This is an optimization exercise on Yosys and OpenROAD, whose aim is small area, a short achievable clock period and few clock cycles per item, not a production implementation. The RTL was checked by simulation tests, not by an equivalence proof against the original design. Power figures rest on the tool's default switching activity, not on a simulated workload.

<file path="design.v">
`default_nettype none
package smd_pkg;
   localparam int R  = 1;
   localparam int SW = 32 * R;
   localparam int NS = 16 / R;
   localparam int SB = 4 * R;           
   localparam int STEPS = 80 / R;
   localparam logic [159:0] CHAIN_IV = {
      32'h67452301, 32'hefcdab89, 32'h98badcfe, 32'h10325476, 32'hc3d2e1f0
   };
   localparam logic [127:0] ROUND_K = {
      32'h5a827999, 32'h6ed9eba1, 32'h8f1bbcdc, 32'hca62c1d6
   };
endpackage
`default_nettype wire
`default_nettype none
module smd_front (
   input  wire logic    clock,
   input  wire logic    reset,
   input  wire logic    req_valid,
   output logic         req_ready,
   input  wire logic [7:0] req_data_byte,
   input  wire logic    req_is_last,
   input  wire logic    req_no_byte,
   input  wire logic    push_ok,         
   input  wire logic    push_ok_nx,      
   output logic         push,
   output logic [smd_pkg::SW-1:0] push_data,
   output logic         push_final
);
   localparam int LW = $clog2(smd_pkg::SB);
   localparam int PW = $clog2(smd_pkg::NS);
   localparam int LENPOS = smd_pkg::NS - 64 / smd_pkg::SW;
   typedef enum logic [1:0] {
      F_TAKE,
      F_PAD,       
      F_ZERO,      
      F_LEN        
   } fstate_type;
   fstate_type       state_ff, state_in;
   logic [60-LW:0]   hi_ff, hi_in;
   logic [LW-1:0]    lane_ff, lane_in;
   logic             bump_ff, bump_in;
   logic [PW-1:0]    ppos_ff, ppos_in;     
   logic [smd_pkg::SB-1:0][7:0] acc_ff;
   logic             full_ff, full_in;     
   logic             rdy_ff, rdy_in;
   logic             accept, take_byte;
   logic [LW-1:0]    lane;
   logic [smd_pkg::SW-1:0] pad_slot;
   logic [63:0]      len_bits;
   assign req_ready = rdy_ff;
   assign accept    = req_valid && rdy_ff;
   assign take_byte = accept && !req_no_byte;
   assign lane      = lane_ff;
   assign len_bits  = {hi_ff, lane_ff, 3'b000};
   always_comb begin
      for (int i = 0; i < smd_pkg::SB; i++) begin
         if (i < lane)       pad_slot[8*(smd_pkg::SB-1-i) +: 8] = acc_ff[smd_pkg::SB-1-i];
         else if (i == lane) pad_slot[8*(smd_pkg::SB-1-i) +: 8] = 8'h80;
         else                pad_slot[8*(smd_pkg::SB-1-i) +: 8] = 8'h00;
      end
   end
   always_comb begin
      state_in   = state_ff;
      hi_in      = bump_ff ? hi_ff + (61-LW)'(1) : hi_ff;
      lane_in    = lane_ff;
      bump_in    = 1'b0;
      ppos_in    = ppos_ff;
      full_in    = full_ff;
      push       = 1'b0;
      push_final = 1'b0;
      push_data  = acc_ff;
      unique case (state_ff)
         F_TAKE: begin
            if (full_ff) begin
               push = 1'b1;
               if (push_ok) begin
                  full_in = 1'b0;
                  ppos_in = ppos_ff + PW'(1);
               end
            end
            if (take_byte) begin
               lane_in = lane_ff + LW'(1);
               if (lane == LW'(smd_pkg::SB - 1)) begin
                  full_in = 1'b1;
                  bump_in = 1'b1;
               end
            end
            if (accept && req_is_last) state_in = F_PAD;
         end
         F_PAD: begin
            push = 1'b1;
            if (full_ff) begin
               if (push_ok) begin
                  full_in = 1'b0;
                  ppos_in = ppos_ff + PW'(1);
               end
            end else begin
               push_data = pad_slot;
               if (push_ok) begin
                  ppos_in  = ppos_ff + PW'(1);
                  state_in = (ppos_in == PW'(LENPOS)) ? F_LEN : F_ZERO;
               end
            end
         end
         F_ZERO: begin
            push_data = '0;
            push = 1'b1;
            if (push_ok) begin
               ppos_in = ppos_ff + PW'(1);
               if (ppos_in == PW'(LENPOS)) state_in = F_LEN;
            end
         end
         F_LEN: begin
            push = 1'b1;
            if (smd_pkg::SW == 64) begin
               push_data  = len_bits[smd_pkg::SW-1:0];
               push_final = 1'b1;
            end else if (ppos_ff == PW'(LENPOS)) begin
               push_data  = len_bits[63:32];
            end else begin
               push_data  = len_bits[31:0];
               push_final = 1'b1;
            end
            if (push_ok) begin
               ppos_in = ppos_ff + PW'(1);
               if (push_final) begin
                  state_in = F_TAKE;
                  hi_in    = '0;
                  lane_in  = '0;
               end
            end
         end
         default: state_in = F_TAKE;
      endcase
   end
   always_comb begin
      rdy_in = 1'b0;
      if (state_in == F_TAKE) begin
         rdy_in = !full_in || push_ok_nx;
      end
   end
   always_ff @(posedge clock) begin
      if (take_byte) acc_ff[smd_pkg::SB-1-lane] <= req_data_byte;
   end
   always_ff @(posedge clock) begin
      if (reset) begin
         state_ff <= F_TAKE;
         hi_ff    <= '0;
         lane_ff  <= '0;
         bump_ff  <= 1'b0;
         ppos_ff  <= '0;
         full_ff  <= 1'b0;
         rdy_ff   <= 1'b1;
      end else begin
         state_ff <= state_in;
         hi_ff    <= hi_in;
         lane_ff  <= lane_in;
         bump_ff  <= bump_in;
         ppos_ff  <= ppos_in;
         full_ff  <= full_in;
         rdy_ff   <= rdy_in;
      end
   end
endmodule
`default_nettype wire
`default_nettype none
module smd_queue (
   input  wire logic    clock,
   input  wire logic    reset,
   input  wire logic    push,
   input  wire logic [smd_pkg::SW-1:0] push_data,
   input  wire logic    push_final,
   output logic         push_ok,
   output logic         push_ok_nx,
   input  wire logic    xfer,         
   input  wire logic    xlast,        
   input  wire logic    xbusy_in,     
   input  wire logic    xlast_nx,     
   output logic         b_full,
   output logic         b_last,       
   output logic [smd_pkg::SW-1:0] head
);
   localparam int CW = $clog2(smd_pkg::NS + 1);
   logic [smd_pkg::NS-1:0][smd_pkg::SW-1:0] buf_ff;
   logic [CW-1:0] bcnt_ff, bcnt_in;
   logic          last_ff, last_in;
   logic          taken;
   assign b_full  = (bcnt_ff == CW'(smd_pkg::NS));
   assign push_ok = (!xfer && !b_full) || xlast;
   assign taken   = push && push_ok;
   assign head    = buf_ff[0];
   assign b_last  = last_ff;
   always_comb begin
      bcnt_in = bcnt_ff;
      last_in = last_ff;
      if (xfer) begin
         bcnt_in = '0;
         if (xlast) last_in = 1'b0;
      end
      if (taken) begin
         bcnt_in = bcnt_in + CW'(1);
         if (push_final) last_in = 1'b1;
      end
   end
   assign push_ok_nx = xbusy_in ? xlast_nx : (bcnt_in != CW'(smd_pkg::NS));
   always_ff @(posedge clock) begin
      if (taken || xfer) begin
         for (int i = 0; i < smd_pkg::NS - 1; i++) buf_ff[i] <= buf_ff[i+1];
         buf_ff[smd_pkg::NS-1] <= push_data;
      end
   end
   always_ff @(posedge clock) begin
      if (reset) begin
         bcnt_ff <= '0;
         last_ff <= 1'b0;
      end else begin
         bcnt_ff <= bcnt_in;
         last_ff <= last_in;
      end
   end
endmodule
`default_nettype wire
`default_nettype none
module smd_back (
   input  wire logic clock,
   input  wire logic reset,
   input  wire logic b_full,
   input  wire logic b_last,
   input  wire logic [31:0] head,
   output logic      xfer,
   output logic      xlast,
   output logic      xbusy_in,
   output logic      xlast_nx,
   output logic      rsp_valid,
   input  wire logic rsp_ready,
   output logic [31:0] rsp_digest_word0,
   output logic [31:0] rsp_digest_word1,
   output logic [31:0] rsp_digest_word2,
   output logic [31:0] rsp_digest_word3,
   output logic [31:0] rsp_digest_word4
);
   localparam int XSTART = 66;
   function automatic logic [31:0] rotl(input logic [31:0] x, input int n);
      rotl = (x << n) | (x >> (32 - n));
   endfunction
   function automatic logic [31:0] fsel(input logic [2:0] sel, input logic [31:0] b,
                                        input logic [31:0] c, input logic [31:0] d);
      logic [31:0] r;
      r = '0;
      if (sel[0]) r = r | ((b & c) | (~b & d));
      if (sel[1]) r = r | (b ^ c ^ d);
      if (sel[2]) r = r | ((b & c) | (b & d) | (c & d));
      fsel = r;
   endfunction
   function automatic logic [31:0] iv(input int i);
      iv = smd_pkg::CHAIN_IV[32*(4-i) +: 32];
   endfunction
   logic [15:0][31:0] w_ff;                 
   logic [31:0]      w_new;
   logic [31:0]      a_ff, a_in;
   logic [4:1][31:0] bcde_ff, bcde_in;      
   logic [4:0][31:0] chain_ff;
   logic [31:0]      q_ff, q_in;            
   logic [31:0]      pp_ff, pp_in;          
   logic [31:0]      kw_ff, kw_in;          
   logic [31:0]      kk_ff, kk_in;          
   logic [2:0]       fs_ff, fs_in;          
   logic [31:0]      f0_ff, f0_in;          
   logic [31:0]      f1_ff, f1_in;          
   logic             run_ff, run_in;
   logic [6:0]       rnd_ff, rnd_in;
   logic             at79_ff, late_ff;      
   logic             addp_ff, addp_in;      
   logic             first_ff, first_in;    
   logic             blast_ff, blast_in;    
   logic             civ_ff, civ_in;        
   logic             xbusy_ff;
   logic [3:0]       xcnt_ff, xcnt_in;
   logic             rv_ff, rv_in;
   logic             m_rnd, m_px, m_py, m_idle, m_stall, m_79;
   logic             mr_ff, mx_ff, my_ff, mi_ff, mh_ff, mw_ff, m79_ff;
   logic             ld_sh, ld_c;           
   logic             civld;                 
   logic             hold79, r79, wready, xgo, xpx, nf;
   logic [31:0]      t1, s0;
   logic [4:1][31:0] s14;
   logic [4:0][31:0] h;                     
   logic [31:0]      nh3, nh4;              
   logic [31:0] a, b, c, d, e;
   assign a = a_ff;
   assign b = bcde_ff[1];
   assign c = bcde_ff[2];
   assign d = bcde_ff[3];
   assign e = bcde_ff[4];
   assign hold79   = first_ff && !civ_ff;
   assign r79      = at79_ff && !hold79;
   assign wready   = (!run_ff && !addp_ff) || (late_ff && !hold79);
   assign xgo      = !xbusy_ff && b_full && wready;
   assign xfer     = xgo || xbusy_ff;
   assign xlast    = xfer && (xcnt_ff == 4'd15);
   assign xpx      = xfer && (xcnt_ff == 4'd14);
   assign xbusy_in = xfer && !xlast;
   assign xcnt_in  = xbusy_in ? xcnt_ff + 4'd1 : '0;
   assign xlast_nx = xbusy_in && (xcnt_in == 4'd15);
   always_comb begin
      run_in   = run_ff;
      rnd_in   = rnd_ff;
      addp_in  = 1'b0;
      first_in = first_ff;
      blast_in = blast_ff;
      rv_in    = rv_ff && !rsp_ready;
      if (run_ff && !at79_ff) begin
         rnd_in = rnd_ff + 7'd1;
      end
      if (r79) begin
         run_in  = 1'b0;
         addp_in = 1'b1;
      end
      if (addp_ff) begin
         first_in = blast_ff;
         if (blast_ff) rv_in = 1'b1;
      end
      if (xlast) begin
         run_in   = 1'b1;
         rnd_in   = '0;
         blast_in = b_last;
      end
   end
   assign civld  = first_ff && !rv_ff && !addp_ff && !civ_ff;
   assign civ_in = (civ_ff || civld) && !r79;
   assign m_rnd  = run_in && !(rnd_in == 7'd79 && first_in && !civ_in);
   assign m_px   = xbusy_in && (xcnt_in == 4'd14);
   assign m_py   = xlast_nx;
   assign m_idle  = !run_in && !m_px && !m_py;
   assign m_stall = run_in && !m_rnd;
   assign m_79    = m_rnd && rnd_in == 7'd79;
   always_comb begin
      if (!run_in || rnd_in >= 7'd77 || rnd_in < 7'd17) kk_in = smd_pkg::ROUND_K[32*3 +: 32];
      else if (rnd_in < 7'd37) kk_in = smd_pkg::ROUND_K[32*2 +: 32];
      else if (rnd_in < 7'd57) kk_in = smd_pkg::ROUND_K[32*1 +: 32];
      else kk_in = smd_pkg::ROUND_K[32*0 +: 32];
      if (!run_in || rnd_in < 7'd18 || rnd_in >= 7'd78) fs_in = 3'b001;
      else if (rnd_in < 7'd38) fs_in = 3'b010;
      else if (rnd_in < 7'd58) fs_in = 3'b100;
      else fs_in = 3'b010;
   end
   assign t1    = rotl(a, 5) + q_ff;
   assign w_new = rotl(w_ff[13] ^ w_ff[8] ^ w_ff[2] ^ w_ff[0], 1);
   assign s14[1] = chain_ff[1] + a;
   assign s14[2] = chain_ff[2] + rotl(b, 30);
   assign s14[3] = chain_ff[3] + c;
   assign s14[4] = chain_ff[4] + d;
   assign s0     = chain_ff[0] + a;
   logic nf_ff;
   assign nf = nf_ff;
   always_comb begin
      for (int i = 0; i < 5; i++) h[i] = nf ? iv(i) : chain_ff[i];
      nh3 = blast_ff ? iv(3) : s14[3];
      nh4 = blast_ff ? iv(4) : s14[4];
   end
   assign a_in = ({32{mr_ff}} & t1) |
                 ({32{mx_ff}} & h[1]) |
                 ({32{my_ff}} & h[0]) |
                 ({32{mh_ff}} & a_ff);
   assign ld_sh = (mr_ff && !m79_ff) || my_ff;
   assign ld_c  = ld_sh || mx_ff;
   always_comb begin
      bcde_in[1] = ({32{ld_sh}}  & a) |
                   ({32{mx_ff}}  & rotl(h[2], 2)) |
                   ({32{m79_ff}} & rotl(nh3, 2)) |
                   ({32{mi_ff}}  & rotl(h[3], 2)) |
                   ({32{mw_ff}}  & b);
      bcde_in[2] = ({32{ld_c}}   & rotl(b, 30)) |
                   ({32{m79_ff}} & nh4) |
                   ({32{mi_ff}}  & h[4]) |
                   ({32{mw_ff}}  & c);
      bcde_in[3] = (mr_ff || mx_ff || my_ff) ? c : d;
      bcde_in[4] = (mr_ff || mx_ff || my_ff) ? d : e;
   end
   always_comb begin
      logic [31:0] y, z;
      y = mx_ff ? h[2] : rotl(a, 30);
      z = rotl(b, 30);
      f0_in = ({32{fs_ff[0]}} & z) | ({32{fs_ff[1]}} & (y ^ z)) | ({32{fs_ff[2]}} & (y & z));
      f1_in = ({32{fs_ff[0]}} & y) | ({32{fs_ff[1]}} & ~(y ^ z)) | ({32{fs_ff[2]}} & (y | z));
   end
   assign q_in  = ({32{!mw_ff}} & (((a & f1_ff) | (~a & f0_ff)) + pp_ff)) |
                  ({32{mw_ff}} & q_ff);
   assign pp_in = c + kw_ff;
   assign kw_in = kk_ff + w_ff[3];
   assign rsp_valid        = rv_ff;
   assign rsp_digest_word0 = chain_ff[0];
   assign rsp_digest_word1 = chain_ff[1];
   assign rsp_digest_word2 = chain_ff[2];
   assign rsp_digest_word3 = chain_ff[3];
   assign rsp_digest_word4 = chain_ff[4];
   always_ff @(posedge clock) begin
      for (int i = 0; i < 15; i++) w_ff[i] <= w_ff[i+1];
      w_ff[15] <= xfer ? head : w_new;
      a_ff    <= a_in;
      bcde_ff <= bcde_in;
      q_ff    <= q_in;
      pp_ff   <= pp_in;
      kw_ff   <= kw_in;
      kk_ff   <= kk_in;
      fs_ff   <= fs_in;
      f0_ff   <= f0_in;
      f1_ff   <= f1_in;
      for (int i = 1; i < 5; i++) begin
         chain_ff[i] <= ({32{r79}} & s14[i]) | ({32{civld}} & iv(i)) |
                        ({32{!r79 && !civld}} & chain_ff[i]);
      end
      chain_ff[0] <= ({32{addp_ff}} & s0) | ({32{civld}} & iv(0)) |
                     ({32{!addp_ff && !civld}} & chain_ff[0]);
   end
   always_ff @(posedge clock) begin
      if (reset) begin
         run_ff   <= 1'b0;
         rnd_ff   <= '0;
         at79_ff  <= 1'b0;
         late_ff  <= 1'b0;
         addp_ff  <= 1'b0;
         first_ff <= 1'b1;
         blast_ff <= 1'b0;
         civ_ff   <= 1'b0;
         xbusy_ff <= 1'b0;
         xcnt_ff  <= '0;
         rv_ff    <= 1'b0;
         mr_ff    <= 1'b0;
         mx_ff    <= 1'b0;
         my_ff    <= 1'b0;
         mi_ff    <= 1'b1;
         mh_ff    <= 1'b1;
         mw_ff    <= 1'b0;
         m79_ff   <= 1'b0;
         nf_ff    <= 1'b1;
      end else begin
         run_ff   <= run_in;
         rnd_ff   <= rnd_in;
         at79_ff  <= run_in && (rnd_in == 7'd79);
         late_ff  <= run_in && (rnd_in >= 7'(XSTART));
         addp_ff  <= addp_in;
         first_ff <= first_in;
         blast_ff <= blast_in;
         civ_ff   <= civ_in;
         xbusy_ff <= xbusy_in;
         xcnt_ff  <= xcnt_in;
         rv_ff    <= rv_in;
         mr_ff    <= m_rnd;
         mx_ff    <= m_px;
         my_ff    <= m_py;
         mi_ff    <= m_idle;
         mh_ff    <= !m_rnd && !m_px && !m_py;
         mw_ff    <= m_stall;
         m79_ff   <= m_79;
         nf_ff    <= addp_in ? blast_in : first_in;
      end
   end
endmodule
`default_nettype wire
`default_nettype none
module sha1_message_digest_unit (
   input  wire logic        clock,
   input  wire logic        reset,
   input  wire logic        req_valid,
   output logic             req_ready,
   input  wire logic [7:0]  req_data_byte,
   input  wire logic        req_is_last,
   input  wire logic        req_no_byte,
   output logic             rsp_valid,
   input  wire logic        rsp_ready,
   output logic [31:0]      rsp_digest_word0,
   output logic [31:0]      rsp_digest_word1,
   output logic [31:0]      rsp_digest_word2,
   output logic [31:0]      rsp_digest_word3,
   output logic [31:0]      rsp_digest_word4
);
   logic                   push, push_final, push_ok, push_ok_nx;
   logic [smd_pkg::SW-1:0] push_data, head;
   logic                   xfer, xlast, xbusy_in, xlast_nx, b_full, b_last;
   smd_front u_front (
      .clock         (clock),
      .reset         (reset),
      .req_valid     (req_valid),
      .req_ready     (req_ready),
      .req_data_byte (req_data_byte),
      .req_is_last   (req_is_last),
      .req_no_byte   (req_no_byte),
      .push_ok       (push_ok),
      .push_ok_nx    (push_ok_nx),
      .push          (push),
      .push_data     (push_data),
      .push_final    (push_final)
   );
   smd_queue u_queue (
      .clock      (clock),
      .reset      (reset),
      .push       (push),
      .push_data  (push_data),
      .push_final (push_final),
      .push_ok    (push_ok),
      .push_ok_nx (push_ok_nx),
      .xfer       (xfer),
      .xlast      (xlast),
      .xbusy_in   (xbusy_in),
      .xlast_nx   (xlast_nx),
      .b_full     (b_full),
      .b_last     (b_last),
      .head       (head)
   );
   smd_back u_back (
      .clock            (clock),
      .reset            (reset),
      .b_full           (b_full),
      .b_last           (b_last),
      .head             (head),
      .xfer             (xfer),
      .xlast            (xlast),
      .xbusy_in         (xbusy_in),
      .xlast_nx         (xlast_nx),
      .rsp_valid        (rsp_valid),
      .rsp_ready        (rsp_ready),
      .rsp_digest_word0 (rsp_digest_word0),
      .rsp_digest_word1 (rsp_digest_word1),
      .rsp_digest_word2 (rsp_digest_word2),
      .rsp_digest_word3 (rsp_digest_word3),
      .rsp_digest_word4 (rsp_digest_word4)
   );
endmodule
`default_nettype wire
</file>
<file path="run.sh">
#!/bin/bash
# synth_recipe.tcl (not shown) runs the flow's synth.tcl, then flattens the netlist and writes it again
# the make line also repeats each setting of config.mk as NAME=value (left out here)
make -C /OpenROAD-flow-scripts/flow DESIGN_CONFIG=/design/flow/config.mk WORK_HOME=/design/flow/orfs CLKGATE_MAP_FILE= SYNTH_SCRIPT=/design/flow/synth_recipe.tcl finish
</file>
<file path="config.mk">
export PLATFORM = sky130hd
export DESIGN_NAME = sha1_message_digest_unit
export DESIGN_NICKNAME = sha1_message_digest_unit
export VERILOG_FILES = /design/flow/design.v
export SDC_FILE = /design/flow/constraint.sdc
export NUM_CORES = 4
export LEC_CHECK = 0
export CAP_MARGIN = 20
export CORE_MARGIN = 2
export CORE_UTILIZATION = 40
export CTS_BUF_LIST = sky130_fd_sc_hd__clkbuf_8
export PLACE_DENSITY = 0.6
export SETUP_SLACK_MARGIN = 4.5
export SLEW_MARGIN = 20
</file>
<file path="constraint.sdc">
create_clock -name core_clock -period 7.5 [get_ports {clock}]
set_input_delay 1.5000 -clock core_clock [delete_from_list [all_inputs] [get_ports {clock}]]
set_output_delay 1.5000 -clock core_clock [all_outputs]
set_load 0.01 [all_outputs]
</file>
==> results of run 1 <==
==> synth_stat cells (all sizes together) (31+ instances only) <==
cell / instances / area (um^2)
nor2b: 33 / 206
a211oi: 31 / 243
o21a: 43 / 323
o221ai: 32 / 280
and3: 34 / 213
nand3: 97 / 485
xnor2: 253 / 2220
nor2: 282 / 1060
nand4: 57 / 357
nand2b: 43 / 269
nor3: 75 / 375
o211ai: 38 / 285
mux2: 32 / 360
a222oi: 77 / 771
a21oi: 292 / 1470
edfxtp: 608 / 18300
nand2: 448 / 1680
o22a: 38 / 333
dfxtp: 1016 / 20300
a21o: 135 / 1010
a22o: 40 / 350
xor2: 154 / 1350
inv: 259 / 972
o21ai: 371 / 1860
ha: 355 / 4440
clkbuf: 167 / 627
a22oi: 53 / 398
a31oi: 33 / 206
==> cell families (layout without fill, tap and decap cells) <==
logic type,Yosys count,after routing
other,0,3
multiplexers,43,43
flip-flops,1624,1624
AO/OA/AOI/OAI,1384,1384
XOR/XNOR,407,407
buffers and inverters,436,1253
AND/OR/NAND/NOR,1182,1185
adder cells (fa/ha/maj),364,364
==> timing repair <==
item | in CTS | in global routing
cloned | 3 | 2
resized for setup | 1388 | 212
setup endpoints to repair | 912 | 534
pin swaps | 82 | 119
setup buffers | 223 | 62
==> area by class of cell <==
class / instances / share of cell area (%)
sequential: 1624 / 50.4
multi-input combinational: 3383 / 32.4
clock buffer: 337 / 5.95
timing repair buffer: 507 / 5.77
tap: 2072 / 3.33
inverter: 260 / 1.26
clock inverter: 148 / 0.914
antenna: 3 / 0.00963
timing repair inverter: 1 / 0.00642
==> placed cells by master (no fill, tap or decap), types with 89 or more instances in the layout <==
| master | count |
|---|---|
| sky130_fd_sc_hd__a21o_1 | 133 |
| sky130_fd_sc_hd__dfxtp_1 | 800 |
| sky130_fd_sc_hd__ha_1 | 307 |
| sky130_fd_sc_hd__edfxtp_1 | 608 |
| sky130_fd_sc_hd__xnor2_1 | 246 |
| sky130_fd_sc_hd__inv_1 | 345 |
| sky130_fd_sc_hd__nand2_1 | 441 |
| sky130_fd_sc_hd__buf_4 | 309 |
| sky130_fd_sc_hd__a21oi_1 | 258 |
| sky130_fd_sc_hd__nor2_1 | 265 |
| sky130_fd_sc_hd__o21ai_0 | 331 |
| sky130_fd_sc_hd__dfxtp_4 | 152 |
| sky130_fd_sc_hd__clkbuf_8 | 338 |
| sky130_fd_sc_hd__nand3_1 | 89 |
| sky130_fd_sc_hd__xor2_1 | 150 |
| sky130_fd_sc_hd__buf_6 | 160 |
==> state kept, by name, summed over array words and instances, names as in the netlist, 59 cells and up, named ones only <==
signal	cells
u_back.bcde_ff	96
u_back.w_ff	512
u_back.chain_ff	160
u_queue.buf_ff	512
u_front.hi_ff	59
==> worst max-delay path: cells and delay by family (launching register included) <==
family / cells / cell delay, ns
DFF: 1 / 0.35
buffers and inverters: 2 / 0.28
adders and majority gates: 1 / 0.32
AOI/OAI and AO/OA: 6 / 1.64
and+or+nand+nor: 4 / 0.53
==> metal layers <==
layer,track usage (%),share of wire [%],up-vias
met4,9.49,4.3,2
met5,0,0.0075,-
met3,4.63,7.8,421
met1,28.1,44,21700
met2,31.5,44,1615
li1,-,-,21100
==> per-stage QoR <==
stage	instances	area, um^2	setup WS (ns)
after floorplan	5440	63600	2.19
after global placement	7557	67700	3.61
after detailed placement	7557	67700	3.62
after CTS	8268	76400	4.33
after global routing	8333	77900	4.25
final	8335	77900	4.31
==> power by group <==
| part | leakage (nW) | internal, mW | switching (mW) | total (mW) |
|---|---|---|---|---|
| logic | 13.5 | 2.65 | 3.62 | 6.27 |
| clock network | 3.08 | 4.19 | 3.47 | 7.66 |
| registers | 14.2 | 13.1 | 1.21 | 14.3 |
| total | 30.8 | 19.9 | 8.30 | 28.2 |
==> how the worst max path moves through the flow <==
stage                            startpoint                            end  depth (start not counted)
6_report         u_back.chain_ff[2]$_DFF_P_    u_back.chain_ff[26]$_DFF_P_                         13
5_1_grt                                flop        u_back.a_ff[24]$_DFF_P_                         11
4_1_cts                                flop        u_back.a_ff[26]$_DFF_P_                         12
3_5_place_dp      u_back.addp_ff$_SDFF_PP0_  u_queue.buf_ff[292]$_DFFE_PP_                          9
3_3_place_gp         u_back.a_ff[1]$_DFF_P_                           flop                         13
2_1_floorplan  u_back.xcnt_ff[0]$_SDFF_PP0_    u_queue.buf_ff[0]$_DFFE_PP_                          7
==> impl.org, run 1 <==
** GRT
- For this run, the total global-route usage over all layers was measured as 20.7%.
- The via count of the first global-routing pass is 43100.
- Initial antenna violation count :: 3
- Grt total ovfl :: 0
- Largest net degree at the start of global routing :: 185
- Global-route wire length before repair :: 258000 um

** Run status
- Run status :: timing/DRC/antenna clean

** Placement
- Placer Congestion :: 0.936
- DP Wirelength :: 115000 um
- Count of input and output buffers :: 175

** Synthesis
- Largest family of logic cells by synthesized area :: compound AO/OA/AOI/OAI gates
- Main synth FF type :: sky130_fd_sc_hd__dfxtp_1
- The number of nets in the synthesized netlist is 5818.
- Multiplexer fraction of the synthesized cell area :: 0.740%
- Portion of the post-synthesis area used by sequential elements :: 60.7%
- Averaged over all synthesized cells, the footprint is 11.7 um^2.
- Post-synthesis simple-gate area fraction :: 8.55%
- The synthesized netlist devotes 14.5% of its cell area to compound gates.
- After synthesis the netlist holds a flip-flop and latch count of 1624.
- The cell area that synthesis handed to floorplanning was 63600 um^2.
- The synthesized netlist devotes 7.27% of its cell area to adder and majority cells.
- Synthesis handed over a netlist of 5440 instances.
- The Yosys step of the flow raised 3 warnings.
- Post-synth EDFFs :: 608
- Fraction of synthesis flops using an asynchronous set or reset pin :: 0%
- The synthesized netlist devotes 5.61% of its cell area to XOR and XNOR gates.
- Number of distinct library cells after synthesis :: 78

** Clocking
- Number of buffers inserted by hold repair at cts :: 0
- TritonCTS created 286 clock buffers.
- After clock tree synthesis, the clock-pin slew on the worst setup and hold paths is 0.06 ns.
- The later pin in the worst-skew pair is clocked with a latency of 0.99 ns.
- In this run the number of H-tree levels came out at 5.
- CTS tree :: yes
- Cell chosen for the clock root :: sky130_fd_sc_hd__clkbuf_8
- Counting along the longest clock path gives a buffer depth of 4.
- Clock sink total :: 1624

** Job
- MaxCap Viol Count :: 0

** Setup path
- Counting cells, the worst reg-to-reg path comes to 13.
- For flop-to-flop paths, the worst setup slack is 4.31 ns.
- The worst register-to-register path begins at u_back.chain_ff[2]$_DFF_P_.
- Critical path class :: flop to flop
- Along the worst path, the maximum fanout reaches 5.
- Worst stage delay on the critical path :: 0.38 ns
- STA classifies the critical path startpoint as a flop.
- In this run the critical register-to-register path is captured at u_back.chain_ff[26]$_DFF_P_.
- Worst-path cell with the longest stage delay :: sky130_fd_sc_hd__o41a_1
- Data required, critical path :: 8.40 ns
- Data arrives at the worst endpoint at 4.09 ns.
- Traced cell by cell, the critical path runs through buf_4 -> ha_2 -> nor2b_2 -> o2111ai_2 -> and3_4 -> nor4_4 -> o31a_1 -> o21ai_4 -> nor4_4 -> buf_4 -> o41a_1 -> a31o_2 -> a21oi_1.
- Type of destination of the critical path :: flop

** Timing
- Final worst-path cycle share :: 42.6%
- RSZ-0062 raised after global routing :: yes
- Max-slew violation total from the final report :: 0
- The final count of hold timing violations was 0.
- Max frequency :: 0.313 GHz
- Worst relative slew slack :: 28.4%
- Hold slack final :: 0.294 ns
- # setup viols final :: 0
- TNS Setup :: 0 ns
- The clock period could shrink to 3.19 ns.
- For the pin with the worst max-slew slack, the measured transition is 1.07 ns.
- The clock arrives with 0.113 ns of skew.

** Die
- The floorplan step defined a core boundary enclosing 158000 um^2.
- The die covers 162000 um^2.
- In this run the horizontal extent of the chip is 403 um.
- The die is 403 um tall.
- Site row count :: 146
- Once the floorplan was initialized, standard cells occupied 40.2% of the core.
- In this run the count of I/O pins placed on the die edge is 176.

** Final layout
- Fill cells in the final layout number 14000.
- Cells fill 49.3% of the core in the end.
- The final layout contains 6441 nets.
- Layout cell share with drive strength beyond 1 :: 22.3%
- Summing all multi-input logic gate instances after layout gives 25300 um^2.
- From synthesis to final layout, the design area changed by 22.6%.
- Storage cell area :: 39200 um^2

** Drt
- In this run, the number of DRC markers left after iteration 0 of detailed routing was 4034.
- Once detail routing completed, the nets flagged for antenna violations numbered 0.
- After detailed routing, the average wire length per cell comes to 20.9 um.
- TritonRoute pass-1 iters :: 7
- Detailed-route wire length :: 174000 um
- Residual DRC count :: 0
- In the routed layout, each cell is associated on average with a via count of 5.38.
- The routed layout has 44900 vias.

** Hold path
- End of the worst hold path :: u_back.w_ff[222]$_DFF_P_
- Worst min-delay path class :: flop to flop
- The startpoint identified for the worst hold timing path is u_back.w_ff[254]$_DFF_P_.
- Hold path cells :: 0

** Power and ir drop
- For this design the static power due to leakage is 30.8 nW.
- Power per standard cell area :: 362 nW/um^2
- Final Total Pwr :: 28.2 mW
- Max IR drop VDD :: 0.244 mV
Testbench counts, summed over its fixed seeds: cycles 60,550, bytes 35,318.
==> run 2: changes to the inputs <==
--- a/config.mk
+++ b/config.mk
@@ -9,6 +9,5 @@
 export CORE_MARGIN = 2
-export CORE_UTILIZATION = 40
-export CTS_BUF_LIST = sky130_fd_sc_hd__clkbuf_8
-export PLACE_DENSITY = 0.6
-export SETUP_SLACK_MARGIN = 4.5
+export CORE_UTILIZATION = 60
+export PLACE_DENSITY = 0.75
+export SETUP_SLACK_MARGIN = 4.0
 export SLEW_MARGIN = 20
==> impl.org, run 2 <==
** Final layout
- In the layout the commonest cells are sky130_fd_sc_hd__dfxtp_1, sky130_fd_sc_hd__edfxtp_1, sky130_fd_sc_hd__nand2_1.
- The final layout contains 6044 nets.
- Synth-to-Final Area Change :: 14.5%
- Most common cell after layout, fill and taps aside :: sky130_fd_sc_hd__dfxtp_1
- Layout cell share with drive strength beyond 1 :: 7.98%
- In the final layout, the registers with the most flip-flops are u_back.w_ff (512), u_queue.buf_ff (512), u_back.chain_ff (160).
- Layout Cells excl Fill :: 7195

** Hold path
- The worst hold path begins at u_back.w_ff[405]$_DFF_P_.
- In this run the worst hold path is classified as flop to flop.
- Hold path cells :: 0
- End of the worst hold path :: u_back.w_ff[373]$_DFF_P_

** Synthesis
- Commonest cells in the netlist :: sky130_fd_sc_hd__dfxtp_1, sky130_fd_sc_hd__edfxtp_1, sky130_fd_sc_hd__nand2_1
- Synth Warn # :: 3
- Post-Syn Instances :: 5440
- Top post-synthesis cells by area :: sky130_fd_sc_hd__dfxtp_1, sky130_fd_sc_hd__edfxtp_1, sky130_fd_sc_hd__ha_1, sky130_fd_sc_hd__xnor2_1, sky130_fd_sc_hd__o21ai_0
- The number of nets handed over by synthesis was 5818.
- #FFs+latches synth :: 1624
- The synthesized design devotes to its leading area cell type 32.0% of total area.
- Counting distinct cell types in the post-synthesis netlist gives 78.
- In the synthesized netlist the async set-or-reset flop fraction comes to 0%.
- Netlist area before placement :: 63600 um^2
- Leading area contributor after synthesis :: sky130_fd_sc_hd__dfxtp_1
- For this run, the leading register cell type out of synthesis is sky130_fd_sc_hd__dfxtp_1.
- By instance count, the leading cell after synthesis is sky130_fd_sc_hd__dfxtp_1.
- Yosys mapped a number of flops with a built-in enable equal to 608.
- Per-instance average area after synthesis :: 11.7 um^2
- Of the synthesized area, sequential elements account for 60.7%.

** Setup path
- Worst-path cell with the longest stage delay :: sky130_fd_sc_hd__clkdlybuf4s50_1
- Traced cell by cell, the critical path runs through clkdlybuf4s50_1.
- Grouping stages by cell kind, the critical path spends the most delay in buffers and inverters.
- Biggest fanout along the worst timing path :: 5
- Crit path buffers/inverters :: 1
- The setup check on the worst reg-to-reg path leaves a slack of 4.06 ns.
- Worst stage delay on the critical path :: 0.63 ns
- Cells on worst reg2reg path :: 14
- Data on the critical path is required at its endpoint by 6.00 ns.
- In this run the critical register-to-register path is launched from u_back.a_ff[0]$_DFF_P_.
- Type of destination of the critical path :: output pin
- Data on the critical path arrives at its endpoint at 1.96 ns.
- Critical Path Start Type :: flop
- Crit Reg-Reg Endpoint :: u_back.chain_ff[26]$_DFF_P_
- Critical path class :: flop to output pin

** Timing
- Number of endpoints with negative hold slack in the final report :: 0
- TNS Setup :: 0 ns
- Setup violations remaining at the end of the flow were counted as 0.
- Final worst-path cycle share :: 46.1%
- At the pin with the least slew margin, the transition time is 1.21 ns.
- Setup repair after global routing could not meet its margin everywhere.
- The final count of pins violating max slew was 0.
- Fin Clk Skew :: 0.0313 ns
- Worst relative slew slack :: 19.3%
- Derived from the worst setup path, the maximum achievable clock frequency is 0.289 GHz.
- The worst path in the final design needs a cycle of 3.46 ns, including I/O delays and setup.

** Die
- I/O pin total :: 176
- In this run the horizontal extent of the chip is 329 um.
- Area of the die :: 109000 um^2
- The floorplan has 119 rows.
- Effective utilization at floorplan :: 60.5%
- Total core area :: 105000 um^2
- The floorplan step set the die height to 329 um.

** Clocking
- CTS tree :: yes
- For the worst-skew pair, the clock arrives at the later sink with an insertion delay of 0.76 ns.
- Clock-pin slew was measured on the worst setup and hold paths at 0.06 ns.
- Clock sink total :: 1624
- In this run the deepest clock path goes through 3 buffers.
- Number of buffers inserted by hold repair at cts :: 0
- The tree is rooted in a sky130_fd_sc_hd__clkbuf_16.
- Clock tree synthesis inserted a total of 158 buffers.
- The H-tree generated during clock tree synthesis spans 4 levels.

** Drt
- The detail route stage leaves a number of antenna-violating nets equal to 0.
- After detailed routing, the average wire length per cell comes to 22.5 um.
- For this run, design rule violations remaining after detail routing come to 0.
- Via density :: 6.05
- The pre-antenna-repair detailed-routing pass consisted of 7 iterations.
- Detailed-route wire length :: 162000 um
- The first routing iteration left 5028 violations.
- Via count of the routed design :: 43500

** GRT
- Largest net degree at the start of global routing :: 147
- Grt total ovfl :: 0
- Initial antenna violation count :: 9
- Global-route wire length before repair :: 242000 um
- Overall track demand over capacity in global routing :: 29.2%
- Number of global-route vias before repair :: 40900

** Power and ir drop
- In this run switching power makes up 29.2% of total power.
- In this run the static leakage power is 28.4 nW.
- In this run the power density over the cells is 390 nW/um^2.
- Per report_power, the combinational group accounts for 20.5% of the total.
- The internal portion of the total power is 20.1 mW.
- Of the total power, the clock network draws 28.7%.
- Switching component of the power :: 8.29 mW
- Across the VDD grid, the largest voltage drop is 0.401 mV.
- The design draws 28.4 mW.
- Sequential group share of total power :: 50.8%

** Placement
- Number of cells in the design after placement :: 6882
- At the end of routability-driven placement, the weighted congestion stood at 1.00.
- DP Wirelength :: 109000 um
- Count of input and output buffers :: 175

** Job
- Across the run, the number of max-cap violations was 0.

** Run status
- Run status :: timing/DRC/antenna clean
-- run 2: cell families (layout without fill, tap and decap cells) --
family                     count (synthesis)  after routing  share of synthesized area (%)
buffers and inverters                    436            796                           2.58
xor gates and xnor gates                 407            407                           5.61
adders and majority gates                364            364                           7.27
and+or+nand+nor                         1182           1184                           8.55
DFF                                     1624           1624                           60.7
other                                      0              2                              0
muxes                                     43             43                          0.740
AOI/OAI and AO/OA                       1384           1384                           14.5
-- run 2: worst max-delay path by stage --
stage / slack (ns) / start / end / cells after the start
floorplan: 2.19 / u_back.xcnt_ff[0]$_SDFF_PP0_ / u_queue.buf_ff[0]$_DFFE_PP_ / 7
global placement: 3.22 / u_back.a_ff[1]$_DFF_P_ / flop / 13
detailed placement: 3.30 / u_back.a_ff[1]$_DFF_P_ / flop / 13
CTS: 3.92 / u_back.a_ff[1]$_DFF_P_ / flop / 13
global route: 3.89 / u_back.a_ff[0]$_DFF_P_ / u_back.chain_ff[26]$_DFF_P_ / 14
finish: 4.04 / u_back.chain_ff[74]$_DFF_P_ / rsp_digest_word2[10] / 1
-- run 2: timing repair --
| item | 4_1_cts | 5_1_grt |
|---|---|---|
| cloned | 2 | 2 |
| gates resized for setup | 40 | 59 |
| pin swaps | 4 | 13 |
| setup endpoints to repair | 293 | 229 |
| buffers inserted | 2 | 9 |
| hold endpoints to repair | 0 | 0 |
-- run 2: per-stage QoR --
step	hold WS [ns]	setup slack, ns	utilization (%)	area [um^2]
after floorplan	0.310	2.19	-	63600
after global placement	0.310	3.22	63.6	66900
after detailed placement	0.312	3.30	63.6	66900
after CTS	0.324	3.92	68.9	72400
after global routing	0.329	3.89	69.2	72800
final	0.323	4.04	69.2	72800
-- run 2: area by class of cell --
class	count	area [um^2]
flip-flops and latches	1624	38700
fillers	7497	32400
multi-input cells	3382	23700
clock buffers	223	4470
repair buffers	239	2300
well taps	1391	1740
inverters	260	980
clock inverters	73	888
repair inverters	1	5.00
diodes	2	5.00
-- run 2: per-layer routing --
layer	wire [um]	track usage (%)
met2	71300	44.5
met1	69300	41.4
met3	15100	5.98
met5	46	0
met4	5920	10.9
-- run 2: power groups by stage --
stage | combinational (mW) | sequential (mW) | clock (mW)
2_1_floorplan | 4.12 | 14.1 | 0
3_3_place_gp | 5.37 | 14.3 | 0
3_5_place_dp | 5.46 | 14.5 | 0
4_1_cts | 5.63 | 14.4 | 8.26
5_1_grt | 6.40 | 14.7 | 8.60
6_report | 5.82 | 14.4 | 8.14

-- what the ideal ports hide --
The results above use ideal ports. As a check the final layouts listed here were re-extracted and re-timed, cells and wires unchanged. Step 1, drivers: a clkbuf_16 drives clock and a buf_2 each remaining input, both assumed. Step 2, shift: input delay + t, output delay - t, t = (earliest + latest rising clock arrival at the registers) / 2. This alone moves slack from input paths to output paths. Three values: no drivers, after step 1, after step 2; two values: the first two.
| run | t, ns | slack for setup (ns) | worst hold slack (ns) | worst register clock-pin slew, ns | pins driven straight from the clock port |
|---|---|---|---|---|---|
| run 1 | 1.008 | 4.308 / 4.308 / 3.674 | 0.294 / 0.294 / 0.294 | 0.07 / 0.07 | 1 |
| run 2 | 0.815 | 4.043 / 3.972 / 4.060 | 0.323 / 0.323 / 0.323 | 0.07 / 0.07 | 1 |
After both steps setup and hold are still met in every run listed. For run 1, which loses most, drivers alone change the setup slack by 0.000 ns; drivers and shift together by -0.634 ns.
